Source: an optimization exercise on an open RTL-to-GDS flow (aim: a short achievable clock period and few clock cycles per item). Production flows keep margins and buffers that such runs may drop.
At most, simulation tests tie the RTL to the original design; equivalence was not proved.
Power and IR drop assume default switching activity.

==> run a: inputs <==
==> flow/design.v <==
`default_nettype none
package ep_pkg;
    localparam int DATA_W     = 32;     
    localparam int REG_ADDR_W = 5;      
    localparam int NUM_REGS   = 1 << REG_ADDR_W;
    localparam logic [6:0] FMT_TYPE_MRD32 = 7'b00_00000;   
    localparam logic [6:0] FMT_TYPE_MWR32 = 7'b10_00000;   
    localparam logic [6:0] FMT_TYPE_CPLD  = 7'b10_01010;   
    localparam logic [DATA_W-1:0] ID_REG_VALUE = 32'hE9D0_0001;
    typedef logic [DATA_W-1:0]     tlp_dw_t;
    typedef logic [REG_ADDR_W-1:0] reg_addr_t;
    typedef logic [3:0]            byte_en_t;    
    typedef logic [15:0]           req_id_t;     
endpackage
`default_nettype wire
`default_nettype none
import ep_pkg::*;
module ep_rx_engine (
    input  logic         clk,
    input  logic         rst_n,
    input  logic [31:0]  trn_rd_i,
    input  logic         trn_rsof_n_i,
    input  logic         trn_reof_n_i,
    input  logic         trn_rsrc_rdy_n_i,
    output logic         trn_rdst_rdy_n_o,
    input  logic         stall_i,           
    output logic         rd_go_o,
    output logic [2:0]   rd_tc_o,
    output logic [1:0]   rd_attr_o,
    output logic [15:0]  rd_rid_o,
    output logic [7:0]   rd_tag_o,
    output logic [3:0]   rd_be_o,
    output logic [4:0]   rd_addr_o,
    output logic [NUM_REGS-1:0] rd_sel_o,   
    output logic [NUM_REGS*4-1:0] wr_en_o,
    output logic [31:0]  wr_data_o          
);
    typedef enum logic [2:0] {
        RX_DW0,      
        RX_DW1,      
        RX_DW2,      
        RX_DATA,     
        RX_SKIP      
    } rx_state_e;
    logic [31:0] in_d;
    logic        in_v;
    logic        in_sof;
    logic        in_eof;
    logic        in_mrd;
    logic        in_mwr;
    logic        rdst_n_q;
    always_ff @(posedge clk) begin
        in_d   <= trn_rd_i;
        in_sof <= !trn_rsof_n_i;
        in_eof <= !trn_reof_n_i;
        in_mrd <= (trn_rd_i[30:24] == FMT_TYPE_MRD32) && (trn_rd_i[9:0] == 10'd1);
        in_mwr <= (trn_rd_i[30:24] == FMT_TYPE_MWR32) && (trn_rd_i[9:0] == 10'd1);
        in_v   <= rst_n && !trn_rsrc_rdy_n_i && !rdst_n_q;
    end
    always_ff @(posedge clk) begin
        if (!rst_n)
            rdst_n_q <= 1'b0;
        else
            rdst_n_q <= stall_i;
    end
    assign trn_rdst_rdy_n_o = rdst_n_q;
    rx_state_e  state;
    logic       is_wr_q;
    logic       rd_go_q;
    logic [2:0]  tc_q;
    logic [1:0]  attr_q;
    logic [15:0] rid_q;
    logic [7:0]  tag_q;
    logic [3:0]  be_q;
    logic [4:0]  addr_q;
    logic [NUM_REGS-1:0] rsel_q;
    logic [NUM_REGS-1:0] wsel_q;
    always_ff @(posedge clk) begin
        if (!rst_n) begin
            state   <= RX_DW0;
            is_wr_q <= 1'b0;
            rd_go_q <= 1'b0;
        end else begin
            rd_go_q <= 1'b0;
            if (in_v) begin
                case (state)
                    RX_DW0: begin
                        if (in_sof && !in_eof) begin
                            if (in_mrd) begin
                                is_wr_q <= 1'b0;
                                state   <= RX_DW1;
                            end else if (in_mwr) begin
                                is_wr_q <= 1'b1;
                                state   <= RX_DW1;
                            end else begin
                                state <= RX_SKIP;
                            end
                        end
                    end
                    RX_DW1: state <= in_eof ? RX_DW0 : RX_DW2;
                    RX_DW2: begin
                        if (in_eof) begin
                            state <= RX_DW0;
                            if (!is_wr_q)
                                rd_go_q <= 1'b1;         
                        end else begin
                            state <= is_wr_q ? RX_DATA : RX_SKIP;
                        end
                    end
                    RX_DATA: state <= in_eof ? RX_DW0 : RX_SKIP;
                    RX_SKIP: if (in_eof) state <= RX_DW0;
                    default: state <= RX_DW0;
                endcase
            end
        end
    end
    always_ff @(posedge clk) begin
        if (in_v) begin
            case (state)
                RX_DW0: begin
                    tc_q   <= in_d[22:20];
                    attr_q <= in_d[13:12];
                end
                RX_DW1: begin
                    rid_q <= in_d[31:16];
                    tag_q <= in_d[15:8];
                    be_q  <= in_d[3:0];      
                end
                RX_DW2: begin
                    for (int i = 0; i < NUM_REGS; i++)
                        wsel_q[i] <= (in_d[REG_ADDR_W+1:2] == i) && (i != 0);
                end
                default: ;
            endcase
        end
    end
    always_ff @(posedge clk) begin
        addr_q <= in_d[REG_ADDR_W+1:2];
        for (int i = 0; i < NUM_REGS; i++)
            rsel_q[i] <= (in_d[REG_ADDR_W+1:2] == i);
    end
    assign rd_go_o   = rd_go_q;
    assign rd_tc_o   = tc_q;
    assign rd_attr_o = attr_q;
    assign rd_rid_o  = rid_q;
    assign rd_tag_o  = tag_q;
    assign rd_be_o   = be_q;
    assign rd_addr_o = addr_q;
    assign rd_sel_o  = rsel_q;
    logic [NUM_REGS*4-1:0] wen_q;
    logic [31:0]           wdata_q;
    always_ff @(posedge clk) begin
        if (!rst_n) begin
            wen_q <= '0;
        end else begin
            for (int i = 0; i < NUM_REGS; i++)
                for (int b = 0; b < 4; b++)
                    wen_q[4*i+b] <= in_v && (state == RX_DATA) && wsel_q[i] && be_q[b];
        end
        wdata_q <= {in_d[7:0], in_d[15:8], in_d[23:16], in_d[31:24]};
    end
    assign wr_en_o   = wen_q;
    assign wr_data_o = wdata_q;
endmodule
`default_nettype wire
`default_nettype none
import ep_pkg::*;
module ep_mem_access (
    input  logic                clk,
    input  logic                rst_n,
    input  logic [NUM_REGS*4-1:0] wr_en_i,    
    input  logic [31:0]         wr_data_i,    
    input  logic [NUM_REGS-1:0] rd_sel_i,     
    output logic [4*32-1:0]     rd_grp_o      
);
    logic [31:0] regs [1:NUM_REGS-1];
    logic [31:0] words [NUM_REGS];
    logic        rst_q;
    always_ff @(posedge clk)
        rst_q <= rst_n;
    always_ff @(posedge clk) begin
        for (int i = 1; i < NUM_REGS; i++) begin
            for (int b = 0; b < 4; b++) begin
                if (!rst_q)
                    regs[i][8*b +: 8] <= '0;
                else if (wr_en_i[4*i+b])
                    regs[i][8*b +: 8] <= wr_data_i[8*b +: 8];
            end
        end
    end
    always_comb begin
        words[0] = ID_REG_VALUE;
        for (int i = 1; i < NUM_REGS; i++)
            words[i] = regs[i];
    end
    logic [31:0] rd_grp_q [4];
    always_ff @(posedge clk) begin
        for (int g = 0; g < 4; g++) begin
            logic [31:0] acc;
            acc = '0;
            for (int k = 0; k < 8; k++)
                acc = acc | (words[8*g+k] & {32{rd_sel_i[8*g+k]}});
            rd_grp_q[g] <= acc;
        end
    end
    always_comb begin
        for (int g = 0; g < 4; g++)
            rd_grp_o[32*g +: 32] = rd_grp_q[g];
    end
endmodule
`default_nettype wire
`default_nettype none
import ep_pkg::*;
module ep_tx_engine (
    input  logic         clk,
    input  logic         rst_n,
    output logic [31:0]  trn_td_o,
    output logic         trn_tsof_n_o,
    output logic         trn_teof_n_o,
    output logic         trn_tsrc_rdy_n_o,
    input  logic         trn_tdst_rdy_n_i,
    input  logic [15:0]  cfg_completer_id_i,
    input  logic         rd_go_i,
    input  logic [2:0]   rd_tc_i,
    input  logic [1:0]   rd_attr_i,
    input  logic [15:0]  rd_rid_i,
    input  logic [7:0]   rd_tag_i,
    input  logic [3:0]   rd_be_i,
    input  logic [4:0]   rd_addr_i,
    output logic         stall_o,
    input  logic [4*32-1:0] rd_grp_i
);
    localparam int QD       = 4;     
    localparam int QW       = 2;
    localparam int STALL_AT = 4;     
    localparam int EW       = 71;    
    logic [1:0]  lo_idx;
    logic [1:0]  hi_idx;
    logic [2:0]  byte_cnt;
    logic [6:0]  lower_addr;
    logic [31:0] masked;
    always_comb begin
        casez (rd_be_i)
            4'b???1: lo_idx = 2'd0;
            4'b??10: lo_idx = 2'd1;
            4'b?100: lo_idx = 2'd2;
            4'b1000: lo_idx = 2'd3;
            default: lo_idx = 2'd0;
        endcase
        casez (rd_be_i)
            4'b1???: hi_idx = 2'd3;
            4'b01??: hi_idx = 2'd2;
            4'b001?: hi_idx = 2'd1;
            default: hi_idx = 2'd0;
        endcase
    end
    assign byte_cnt   = (rd_be_i == 4'b0000) ? 3'd1 :
                        {1'b0, hi_idx} - {1'b0, lo_idx} + 3'd1;
    assign lower_addr = {rd_addr_i, 2'b00} + {5'd0, lo_idx};
    logic        s1_v;
    logic [38:0] s1_hdr;      
    logic [3:0]  s1_be;
    logic [31:0] word;
    always_ff @(posedge clk) begin
        if (!rst_n)
            s1_v <= 1'b0;
        else
            s1_v <= rd_go_i;
        s1_hdr <= {rd_tc_i, rd_attr_i, byte_cnt, rd_rid_i, rd_tag_i, lower_addr};
        s1_be  <= rd_be_i;
    end
    assign word   = rd_grp_i[31:0] | rd_grp_i[63:32] | rd_grp_i[95:64] | rd_grp_i[127:96];
    assign masked = word & {{8{s1_be[3]}}, {8{s1_be[2]}}, {8{s1_be[1]}}, {8{s1_be[0]}}};
    logic [EW-1:0] q_mem [QD];
    logic [QW:0]   wptr;
    logic [QW:0]   rptr;
    logic [QW:0]   credits;
    logic [QW:0]   credits_nxt;
    logic          head_v;
    logic [EW-1:0] head;
    logic          pop;
    logic          pop_q;     
    assign head_v      = (wptr != rptr);
    assign head        = q_mem[rptr[QW-1:0]];
    assign credits_nxt = credits + {{QW{1'b0}}, rd_go_i} - {{QW{1'b0}}, pop_q};
    assign stall_o     = (credits_nxt >= STALL_AT);    
    always_ff @(posedge clk) begin
        if (s1_v)
            q_mem[wptr[QW-1:0]] <= {s1_hdr, masked[7:0], masked[15:8], masked[23:16], masked[31:24]};
    end
    always_ff @(posedge clk) begin
        if (!rst_n) begin
            wptr    <= '0;
            rptr    <= '0;
            credits <= '0;
            pop_q   <= 1'b0;
        end else begin
            pop_q   <= pop;
            if (s1_v)
                wptr <= wptr + 1'b1;
            if (pop)
                rptr <= rptr + 1'b1;
            credits <= credits_nxt;
        end
    end
    logic [65:0] cur;         
    logic [1:0]  idx;
    logic        mid;
    logic        adv;
    logic [31:0] head_beat0;
    logic [31:0] cur_beat;
    logic [31:0] td_nxt;
    logic [31:0] td_hold;     
    assign mid = !trn_tsrc_rdy_n_o && trn_teof_n_o;
    assign adv = trn_tsrc_rdy_n_o || !trn_tdst_rdy_n_i;
    assign pop = adv && !mid && head_v;
    assign head_beat0 = {1'b0, FMT_TYPE_CPLD, 1'b0, head[70:68], 4'b0000,
                         1'b0, 1'b0, head[67:66], 2'b00, 10'd1};
    always_comb begin
        case (idx)
            2'd1:    cur_beat = {cfg_completer_id_i, 3'b000, 1'b0, 9'd0, cur[65:63]};  
            2'd2:    cur_beat = {cur[62:39], 1'b0, cur[38:32]};
            default: cur_beat = cur[31:0];
        endcase
    end
    assign td_nxt = mid ? cur_beat : head_beat0;
    always_ff @(posedge clk) begin
        if (!rst_n) begin
            trn_tsrc_rdy_n_o <= 1'b1;
            trn_tsof_n_o     <= 1'b1;
            trn_teof_n_o     <= 1'b1;
            idx              <= 2'd1;
        end else if (adv) begin
            if (mid) begin
                trn_tsof_n_o <= 1'b1;
                trn_teof_n_o <= (idx != 2'd3);
                idx          <= idx + 2'd1;
            end else if (head_v) begin
                trn_tsrc_rdy_n_o <= 1'b0;
                trn_tsof_n_o     <= 1'b0;
                trn_teof_n_o     <= 1'b1;
                idx              <= 2'd1;
            end else begin
                trn_tsrc_rdy_n_o <= 1'b1;
                trn_tsof_n_o     <= 1'b1;
                trn_teof_n_o     <= 1'b1;
            end
        end
    end
    always_ff @(posedge clk) begin
        trn_td_o <= adv ? td_nxt : td_hold;
        td_hold  <= adv ? td_nxt : trn_td_o;
        if (!mid)
            cur <= head[65:0];
    end
endmodule
`default_nettype wire
`default_nettype none
import ep_pkg::*;
module ep_top (
    input  logic    clk,
    input  logic    rst_n,
    input  logic [31:0] trn_rd_i,
    input  logic    trn_rsof_n_i,
    input  logic    trn_reof_n_i,
    input  logic    trn_rsrc_rdy_n_i,
    output logic         trn_rdst_rdy_n_o,
    output logic [31:0]      trn_td_o,
    output logic         trn_tsof_n_o,
    output logic         trn_teof_n_o,
    output logic         trn_tsrc_rdy_n_o,
    input  logic    trn_tdst_rdy_n_i,
    input  logic [15:0] cfg_completer_id_i
);
    logic                  stall;
    logic                  rd_go;
    logic [2:0]            rd_tc;
    logic [1:0]            rd_attr;
    logic [15:0]           rd_rid;
    logic [7:0]            rd_tag;
    logic [3:0]            rd_be;
    logic [4:0]            rd_addr;
    logic [NUM_REGS-1:0]   rd_sel;
    logic [NUM_REGS*4-1:0] wr_en;
    logic [31:0]           wr_data;
    logic [4*32-1:0]       rd_grp;
    ep_rx_engine i_rx (
        .clk              (clk),
        .rst_n            (rst_n),
        .trn_rd_i         (trn_rd_i),
        .trn_rsof_n_i     (trn_rsof_n_i),
        .trn_reof_n_i     (trn_reof_n_i),
        .trn_rsrc_rdy_n_i (trn_rsrc_rdy_n_i),
        .trn_rdst_rdy_n_o (trn_rdst_rdy_n_o),
        .stall_i          (stall),
        .rd_go_o          (rd_go),
        .rd_tc_o          (rd_tc),
        .rd_attr_o        (rd_attr),
        .rd_rid_o         (rd_rid),
        .rd_tag_o         (rd_tag),
        .rd_be_o          (rd_be),
        .rd_addr_o        (rd_addr),
        .rd_sel_o         (rd_sel),
        .wr_en_o          (wr_en),
        .wr_data_o        (wr_data)
    );
    ep_mem_access i_mem (
        .clk       (clk),
        .rst_n     (rst_n),
        .wr_en_i   (wr_en),
        .wr_data_i (wr_data),
        .rd_sel_i  (rd_sel),
        .rd_grp_o  (rd_grp)
    );
    ep_tx_engine i_tx (
        .clk                (clk),
        .rst_n              (rst_n),
        .trn_td_o           (trn_td_o),
        .trn_tsof_n_o       (trn_tsof_n_o),
        .trn_teof_n_o       (trn_teof_n_o),
        .trn_tsrc_rdy_n_o   (trn_tsrc_rdy_n_o),
        .trn_tdst_rdy_n_i   (trn_tdst_rdy_n_i),
        .cfg_completer_id_i (cfg_completer_id_i),
        .rd_go_i            (rd_go),
        .rd_tc_i            (rd_tc),
        .rd_attr_i          (rd_attr),
        .rd_rid_i           (rd_rid),
        .rd_tag_i           (rd_tag),
        .rd_be_i            (rd_be),
        .rd_addr_i          (rd_addr),
        .stall_o            (stall),
        .rd_grp_i           (rd_grp)
    );
endmodule
`default_nettype wire
==> flow/run.sh <==
#!/bin/bash
# synth_recipe.tcl (not shown) runs the flow's synth.tcl, then flattens the netlist and writes it again
# the make line also repeats each setting of config.mk as NAME=value (left out here)
make -C /OpenROAD-flow-scripts/flow DESIGN_CONFIG=/design/flow/config.mk WORK_HOME=/design/flow/orfs CLKGATE_MAP_FILE= SYNTH_SCRIPT=/design/flow/synth_recipe.tcl finish
==> flow/config.mk <==
export PLATFORM = sky130hd
export DESIGN_NAME = ep_top
export DESIGN_NICKNAME = ep_top
export VERILOG_FILES = /design/flow/design.v
export SDC_FILE = /design/flow/constraint.sdc
export NUM_CORES = 4
export LEC_CHECK = 0
export ABC_CLOCK_PERIOD_IN_PS = 1800
export CAP_MARGIN = 20
export CORE_MARGIN = 2
export CORE_UTILIZATION = 60
export CTS_CLUSTER_DIAMETER = 60
export CTS_CLUSTER_SIZE = 34
export SETUP_SLACK_MARGIN = 2.2
export SLEW_MARGIN = 20
==> flow/constraint.sdc <==
create_clock -name core_clock -period 4.0 [get_ports {clk}]
set_input_delay 0.8000 -clock core_clock [delete_from_list [all_inputs] [get_ports {clk}]]
set_output_delay 0.8000 -clock core_clock [all_outputs]
set_load 0.01 [all_outputs]
==> run b (differences from run a) <==
--- a/flow/design.v
+++ b/flow/design.v
@@ -33,5 +33,5 @@
     output logic [4:0]   rd_addr_o,
-    output logic [NUM_REGS-1:0] rd_sel_o,   
+    output logic [NUM_REGS-1:0] rd_sel_o,     
     output logic [NUM_REGS*4-1:0] wr_en_o,
-    output logic [31:0]  wr_data_o          
+    output logic [31:0]  wr_data_o           
 );
@@ -75,4 +75,6 @@
     logic [4:0]  addr_q;
-    logic [NUM_REGS-1:0] rsel_q;
     logic [NUM_REGS-1:0] wsel_q;
+    logic [NUM_REGS-1:0] rsel_q;
+    logic [NUM_REGS*4-1:0] wen_q;
+    logic [31:0] wdata_q;
     always_ff @(posedge clk) begin
@@ -129,4 +131,7 @@
                 RX_DW2: begin
-                    for (int i = 0; i < NUM_REGS; i++)
+                    addr_q <= in_d[REG_ADDR_W+1:2];
+                    for (int i = 0; i < NUM_REGS; i++) begin
+                        rsel_q[i] <= (in_d[REG_ADDR_W+1:2] == i);
                         wsel_q[i] <= (in_d[REG_ADDR_W+1:2] == i) && (i != 0);
+                    end
                 end
@@ -137,17 +142,2 @@
     always_ff @(posedge clk) begin
-        addr_q <= in_d[REG_ADDR_W+1:2];
-        for (int i = 0; i < NUM_REGS; i++)
-            rsel_q[i] <= (in_d[REG_ADDR_W+1:2] == i);
-    end
-    assign rd_go_o   = rd_go_q;
-    assign rd_tc_o   = tc_q;
-    assign rd_attr_o = attr_q;
-    assign rd_rid_o  = rid_q;
-    assign rd_tag_o  = tag_q;
-    assign rd_be_o   = be_q;
-    assign rd_addr_o = addr_q;
-    assign rd_sel_o  = rsel_q;
-    logic [NUM_REGS*4-1:0] wen_q;
-    logic [31:0]           wdata_q;
-    always_ff @(posedge clk) begin
         if (!rst_n) begin
@@ -161,2 +151,10 @@
     end
+    assign rd_go_o   = rd_go_q;
+    assign rd_tc_o   = tc_q;
+    assign rd_attr_o = attr_q;
+    assign rd_rid_o  = rid_q;
+    assign rd_tag_o  = tag_q;
+    assign rd_be_o   = be_q;
+    assign rd_addr_o = addr_q;
+    assign rd_sel_o  = rsel_q;
     assign wr_en_o   = wen_q;
@@ -168,8 +166,8 @@
 module ep_mem_access (
-    input  logic                clk,
-    input  logic                rst_n,
-    input  logic [NUM_REGS*4-1:0] wr_en_i,    
-    input  logic [31:0]         wr_data_i,    
-    input  logic [NUM_REGS-1:0] rd_sel_i,     
-    output logic [4*32-1:0]     rd_grp_o      
+    input  logic                  clk,
+    input  logic                  rst_n,
+    input  logic [NUM_REGS*4-1:0] wr_en_i,
+    input  logic [31:0]           wr_data_i,    
+    input  logic [NUM_REGS-1:0]   rd_sel_i,     
+    output logic [4*32-1:0]       rd_grp_o      
 );
@@ -178,2 +176,3 @@
     logic        rst_q;
+    logic [31:0] rd_grp_q [4];
     always_ff @(posedge clk)
@@ -195,3 +194,2 @@
     end
-    logic [31:0] rd_grp_q [4];
     always_ff @(posedge clk) begin
@@ -234,4 +232,7 @@
     localparam int QW       = 2;
-    localparam int STALL_AT = 4;     
+    localparam int STALL_AT = 3;     
     localparam int EW       = 71;    
+    logic [15:0] cfg_q;
+    always_ff @(posedge clk)
+        cfg_q <= cfg_completer_id_i;
     logic [1:0]  lo_idx;
@@ -240,3 +241,2 @@
     logic [6:0]  lower_addr;
-    logic [31:0] masked;
     always_comb begin
@@ -262,3 +262,2 @@
     logic [3:0]  s1_be;
-    logic [31:0] word;
     always_ff @(posedge clk) begin
@@ -271,4 +270,15 @@
     end
+    logic [31:0] word;
+    logic [31:0] masked;
     assign word   = rd_grp_i[31:0] | rd_grp_i[63:32] | rd_grp_i[95:64] | rd_grp_i[127:96];
     assign masked = word & {{8{s1_be[3]}}, {8{s1_be[2]}}, {8{s1_be[1]}}, {8{s1_be[0]}}};
+    logic          s2_v;
+    logic [EW-1:0] s2_cpl;
+    always_ff @(posedge clk) begin
+        if (!rst_n)
+            s2_v <= 1'b0;
+        else
+            s2_v <= s1_v;
+        s2_cpl <= {s1_hdr, masked[7:0], masked[15:8], masked[23:16], masked[31:24]};
+    end
     logic [EW-1:0] q_mem [QD];
@@ -278,13 +288,16 @@
     logic [QW:0]   credits_nxt;
-    logic          head_v;
+    logic          q_empty;
     logic [EW-1:0] head;
+    logic          head_v;
     logic          pop;
-    logic          pop_q;     
-    assign head_v      = (wptr != rptr);
-    assign head        = q_mem[rptr[QW-1:0]];
-    assign credits_nxt = credits + {{QW{1'b0}}, rd_go_i} - {{QW{1'b0}}, pop_q};
+    logic          refill;
+    assign q_empty     = (wptr == rptr);
+    assign refill      = !head_v && !q_empty;
+    assign credits_nxt = credits + {{QW{1'b0}}, rd_go_i} - {{QW{1'b0}}, refill};
     assign stall_o     = (credits_nxt >= STALL_AT);    
     always_ff @(posedge clk) begin
-        if (s1_v)
-            q_mem[wptr[QW-1:0]] <= {s1_hdr, masked[7:0], masked[15:8], masked[23:16], masked[31:24]};
+        if (s2_v)
+            q_mem[wptr[QW-1:0]] <= s2_cpl;
+        if (refill)
+            head <= q_mem[rptr[QW-1:0]];
     end
@@ -295,10 +308,13 @@
             credits <= '0;
-            pop_q   <= 1'b0;
+            head_v  <= 1'b0;
         end else begin
-            pop_q   <= pop;
-            if (s1_v)
+            if (s2_v)
                 wptr <= wptr + 1'b1;
-            if (pop)
+            if (refill)
                 rptr <= rptr + 1'b1;
             credits <= credits_nxt;
+            if (refill)
+                head_v <= 1'b1;
+            else if (pop)
+                head_v <= 1'b0;
         end
@@ -311,4 +327,2 @@
     logic [31:0] cur_beat;
-    logic [31:0] td_nxt;
-    logic [31:0] td_hold;     
     assign mid = !trn_tsrc_rdy_n_o && trn_teof_n_o;
@@ -320,3 +334,3 @@
         case (idx)
-            2'd1:    cur_beat = {cfg_completer_id_i, 3'b000, 1'b0, 9'd0, cur[65:63]};  
+            2'd1:    cur_beat = {cfg_q, 3'b000, 1'b0, 9'd0, cur[65:63]};    
             2'd2:    cur_beat = {cur[62:39], 1'b0, cur[38:32]};
@@ -325,3 +339,2 @@
     end
-    assign td_nxt = mid ? cur_beat : head_beat0;
     always_ff @(posedge clk) begin
@@ -350,4 +363,4 @@
     always_ff @(posedge clk) begin
-        trn_td_o <= adv ? td_nxt : td_hold;
-        td_hold  <= adv ? td_nxt : trn_td_o;
+        if (adv)
+            trn_td_o <= mid ? cur_beat : head_beat0;
         if (!mid)
- CORE_UTILIZATION: 60 -> 40
- CTS_CLUSTER_DIAMETER: 60 -> not set
- CTS_CLUSTER_SIZE: 34 -> not set
==> run c (differences from run a) <==
- CORE_UTILIZATION: 60 -> 40
- CTS_CLUSTER_DIAMETER: 60 -> 90
- CTS_CLUSTER_SIZE: 34 -> 30
==> qor summary <==
Wire length reported by the detailed router: run a 188000 µm; run c 196000 µm; run b 187000 µm
Leakage: run a 25.2 nW; run c 23.9 nW; run b 26.2 nW
Full die area: run a 118000 µm²; run c 177000 µm²; run b 184000 µm²
Flip-flop and latch area: run a 42100 µm²; run c 42100 µm²; run b 45100 µm²
Post-CTS resize count: run a 243; run c 275; run b 192
Normalized max-slew margin: run a 15.8%; run c 23.5%; run b 37.8%
Placement-stage cell area: run a 71200 µm²; run c 72200 µm²; run b 75100 µm²
Met3 routed WL: run a 11500 µm; run c 10200 µm; run b 8790 µm
Syn_area_per_cell: run a 12.5 µm²; run c 12.5 µm²; run b 12.8 µm²
Status: run a timing/DRC/antenna clean; run c timing/DRC/antenna clean; run b timing/DRC/antenna clean
Global-route wire length before repair: run a 270000 µm; run c 283000 µm; run b 278000 µm
Number of placed instances with taps included: run a 6750; run c 7553; run b 7687
Power density over cell area: run a 491 nW/µm²; run c 429 nW/µm²; run b 510 nW/µm²
Combinational Power Share: run a 5.8%; run c 7.1%; run b 4.5%
Number of multi-input logic gates: run a 3159; run c 3164; run b 3122
Clock group power: run a 15.2 mW; run c 9.64 mW; run b 18.6 mW
Crit. Startpoint: run a i_tx.trn_td_o[5]$_DFF_P_; run c i_tx.trn_td_o[9]$_DFF_P_; run b i_tx.trn_td_o[16]$_SDFFCE_PN0N_
DP Worst Slack: run a 1100 ps; run c 1110 ps; run b 1120 ps
Post-synthesis sequential area ratio: run a 60.6%; run c 60.6%; run b 62.3%
Fraction of area in registers: run a 54.6%; run c 55.7%; run b 54.8%
Transition time at the pin with the least slew margin: run a 1260 ps; run c 1150 ps; run b 933 ps
Worst hold slack after final layout: run a 321 ps; run c 347 ps; run b 306 ps
Tapcell Cnt: run a 1512; run c 2310; run b 2370
Filler cell count in the final layout: run a 8634; run c 15800; run b 16100
Comb. pwr: run a 2.18 mW; run c 2.30 mW; run b 1.88 mW
Post-synthesis register bit count: run a 1890; run c 1890; run b 1990
Testbench counts of run a, summed over its fixed seeds: cycles 16,914, tlps 4,800.
Testbench counts of run c, summed over its fixed seeds: cycles 16,914, tlps 4,800.
Function not checked in run b: the RTL went through the layout flow alone.

-- static timing again, ports no longer ideal --
How much do the figures lean on ideal ports? The routed layouts below were timed once more, with nothing changed but the port constraints.
Step 1 (the two cells are an assumption about what drives the block):
set clk [get_ports {clk}]
set_driving_cell -lib_cell sky130_fd_sc_hd__clkbuf_16 $clk
set_driving_cell -lib_cell sky130_fd_sc_hd__buf_2 [delete_from_list [all_inputs] $clk]
Step 2 moves the port delays by t, midway between the first and last clock arrival at a register: inputs arrive t later, outputs are due t later. That takes back most of the time a late clock gives input paths.
a / b / c = ideal / step 1 / step 2; a / b = the first two.
run	t (ns)	slack for setup (ns)	worst hold slack (ns)	clock arrival spread, ns	worst register clock-pin slew, ns
run a	0.839	1.932 / 1.854 / 1.450	0.321 / 0.321 / 0.321	0.034 / 0.034	0.10 / 0.10
run b	0.907	1.754 / 1.665 / 1.445	0.306 / 0.306 / 0.306	0.050 / 0.050	0.07 / 0.07
run c	0.796	1.957 / 1.874 / 1.326	0.347 / 0.347 / 0.347	0.055 / 0.055	0.12 / 0.12
After both steps setup and hold are still met in every run listed. The setup slack of run c, which loses most, moves by -0.083 ns with the drivers and by -0.631 ns with both steps.
